What follows belongs to an exercise in optimizing a design on an open flow for small area and few clock cycles; a production flow would make more cautious choices. In this exercise RTL edits were held to simulation tests only and were not proved equivalent to the original.

==> flow/design.v (excerpt) <==
module scale_pitch_quantizer_core
(
   input  logic                 clock,
   input  logic                 reset,
   input  logic                 req_push,
   output logic                 req_full,
   input  logic [NOTE_W-1:0]    req_key,
   output logic                 rsp_empty,
   input  logic                 rsp_pop,
   output logic [NOTE_W-1:0]    rsp_scale_note,
   input  logic                 csr_we,
   input  logic [CSR_IDX_W-1:0] csr_index,
   input  logic [CSR_W-1:0]     csr_wdata
);
==> flow/config.mk <==
export PLATFORM = sky130hd
export DESIGN_NAME = scale_pitch_quantizer_core
export DESIGN_NICKNAME = scale_pitch_quantizer_core
export VERILOG_FILES = /design/flow/design.v
export SDC_FILE = /design/flow/constraint.sdc
export NUM_CORES = 4
export LEC_CHECK = 0
export ABC_AREA = 1
export CAP_MARGIN = 20
export CORE_MARGIN = 2
export CORE_UTILIZATION = 40
export SLEW_MARGIN = 20
==> flow/constraint.sdc <==
create_clock -name core_clock -period 10.0 [get_ports {clock}]
set_input_delay 2.0000 -clock core_clock [delete_from_list [all_inputs] [get_ports {clock}]]
set_output_delay 2.0000 -clock core_clock [all_outputs]
set_load 0.01 [all_outputs]
standard.sh (not shown) runs the stock make flow with config.mk's settings and CLKGATE_MAP_FILE= SYNTH_SCRIPT=/design/flow/synth_recipe.tcl, a recipe that flattens the netlist after the stock synthesis.
==> flow/flow/run.sh <==
#!/bin/bash
# The standard layout, with the port buffers made of the smallest buffer cell
# (buf_1) instead of the cell buffer_ports picks by default. The make output
# is kept in standard_make.log; the tools' own logs stay under orfs/logs/.
set -euo pipefail
export BUFFER_PORTS_ARGS="-buffer_cell sky130_fd_sc_hd__buf_1"
bash standard.sh > standard_make.log 2>&1
Testbench counts at the start, summed over its fixed seeds: cycles 9,830.
Edit:
--- a/flow/config.mk
+++ b/flow/config.mk
@@ -7,6 +7,7 @@
 export LEC_CHECK = 0
 export ABC_AREA = 1
-export CAP_MARGIN = 20
+export CAP_MARGIN = 0
 export CORE_MARGIN = 2
 export CORE_UTILIZATION = 40
-export SLEW_MARGIN = 20
+export GPL_TIMING_DRIVEN = 0
+export SLEW_MARGIN = 0
Result: Fmax is lower slightly. Cell count rises slightly. Routed wire length goes down by a few percent. Setup slack got worse by 0.059 ns. Register-to-register slack got worse by 0.06 ns. Core utilization climbs by 0.51 points. Hold slack is about the same. Critical path depth rises by 9. First-iteration DRC count shrinks by about a fifth.

* * *

Another version of the RTL of scale_pitch_quantizer_core (not shown whole).
Size in the first run: about 940 cells after synthesis, about 59 I/O pins.
==> flow/config.mk <==
export PLATFORM = sky130hd
export DESIGN_NAME = scale_pitch_quantizer_core
export DESIGN_NICKNAME = scale_pitch_quantizer_core
export VERILOG_FILES = /design/flow/design.v
export SDC_FILE = /design/flow/constraint.sdc
export NUM_CORES = 4
export LEC_CHECK = 0
export ABC_AREA = 1
export CAP_MARGIN = 0
export CORE_MARGIN = 2
export CORE_UTILIZATION = 40
export CTS_BUF_LIST = sky130_fd_sc_hd__clkbuf_8
export SLEW_MARGIN = 0
==> flow/constraint.sdc <==
create_clock -name core_clock -period 10.0 [get_ports {clock}]
set_input_delay 2.0000 -clock core_clock [delete_from_list [all_inputs] [get_ports {clock}]]
set_output_delay 2.0000 -clock core_clock [all_outputs]
set_load 0.01 [all_outputs]
Scripts as last shown in full above: flow/flow/run.sh
Testbench counts at the start, summed over its fixed seeds: cycles 9,830.
Next try:
- CAP_MARGIN: 0 -> 20
- SLEW_MARGIN: 0 -> 20
What happened:
- The new run completed with no timing, DRC or antenna violations
- worst hold slack is about the same
- die area is unchanged
- non-clock buffer count does not change
- worst setup slack stays flat
- sequential cell count is unchanged
- cell count is unchanged
- via count barely changes
Next try:
- CORE_UTILIZATION: 40 -> 55
Outcome:
- design area came out lower slightly
- wire length went down slightly
- non-clock buffer count fell by 1
- core utilization came out higher by 17 points
Next try:
- CORE_UTILIZATION: 55 -> 30
After rerunning: Critical path depth does not change. Non-clock buffer count climbs by 1. Via count drops by 0.72%. Sequential share of layout area drops by 0.60 points. Clock skew climbs by 0.012 ns. Die area climbs by 80%.

* * *

## xenon
scale_pitch_quantizer_core, a different RTL version from the one above (not shown whole).
Size in the first run: ~80 flip-flops, ~7300 um2 of cells after synthesis.
==> flow/design.v (excerpt) <==
module scale_pitch_quantizer_core
(
   input  logic                 clock,
   input  logic                 reset,
   input  logic                 req_push,
   output logic                 req_full,
   input  logic [NOTE_W-1:0]    req_key,
   output logic                 rsp_empty,
   input  logic                 rsp_pop,
   output logic [NOTE_W-1:0]    rsp_scale_note,
   input  logic                 csr_we,
   input  logic [CSR_IDX_W-1:0] csr_index,
   input  logic [CSR_W-1:0]     csr_wdata
);
export LEC_CHECK = 0
export ABC_AREA = 1
export CAP_MARGIN = 20
export CORE_MARGIN = 2
export CORE_UTILIZATION = 40
export CTS_BUF_LIST = sky130_fd_sc_hd__clkbuf_4 sky130_fd_sc_hd__clkbuf_8
export SLEW_MARGIN = 20
create_clock -name core_clock -period 10.0 [get_ports {clock}]
Scripts as last shown in full above: flow/flow/run.sh
Every stage of the flow completed for xenon, and the final layout passed the timing, DRC and antenna checks.
Testbench counts of xenon, summed over its fixed seeds: cycles 9,830.
Changes in willow relative to xenon:
Settings: changing CTS_BUF_LIST from sky130_fd_sc_hd__clkbuf_4 sky130_fd_sc_hd__clkbuf_8 to sky130_fd_sc_hd__clkbuf_8.
- [compare] base=xenon new=willow: maximum fanout along the worst path did not really move; die height did not really move; number of detailed-route iterations in the first pass did not really move; max capacitance violation total did not really move.
- From willow to xenon, number of setup buffers added after CTS did not move at all.
- Diff xenon..willow | fraction of synthesized cell area in xor and xnor cells | unchanged
- willow vs. xenon: cell area after synthesis roughly the same, cts-stage hold buffer count roughly the same.

## separate check: timing with driven ports
No port has a modelled driver above. Below, the same layouts with a new extraction and two added sets of constraints.
Step 1 (the two cells are an assumption about what drives the block):
set clk [get_ports {clock}]
set_driving_cell -lib_cell sky130_fd_sc_hd__clkbuf_16 $clk
set_driving_cell -lib_cell sky130_fd_sc_hd__buf_2 [delete_from_list [all_inputs] $clk]
Step 2 adds t to the input delays and takes it off the output delays; t is the mean of the earliest and latest rising clock arrival at the registers after step 1. Input paths then give back, and output paths get back, about the clock's delay inside the block.
Slacks: ideal / step 1 / step 2; pairs: ideal / step 1.
run	t, ns	setup slack, ns	worst hold slack (ns)	clock arrival spread, ns	pins driven straight from the clock port
the first run of note 1	0.388	0.580 / 0.580 / 0.580	0.490 / 0.490 / 0.490	0.009 / 0.009	1
the second run of note 1	0.384	0.520 / 0.520 / 0.520	0.493 / 0.493 / 0.493	0.008 / 0.008	1
the first run of note 2	0.427	0.567 / 0.567 / 0.567	0.492 / 0.492 / 0.492	0.020 / 0.020	1
the second run of note 2	0.425	0.566 / 0.566 / 0.566	0.492 / 0.492 / 0.492	0.019 / 0.019	1
the third run of note 2	0.403	0.431 / 0.431 / 0.431	0.488 / 0.488 / 0.488	0.007 / 0.007	1
the fourth run of note 2	0.422	0.517 / 0.517 / 0.517	0.485 / 0.485 / 0.485	0.018 / 0.018	1
xenon	0.397	0.570 / 0.570 / 0.570	0.467 / 0.467 / 0.467	0.018 / 0.018	1
willow	0.397	0.570 / 0.570 / 0.570	0.467 / 0.467 / 0.467	0.018 / 0.018	1
After both steps every run listed still meets setup and hold.
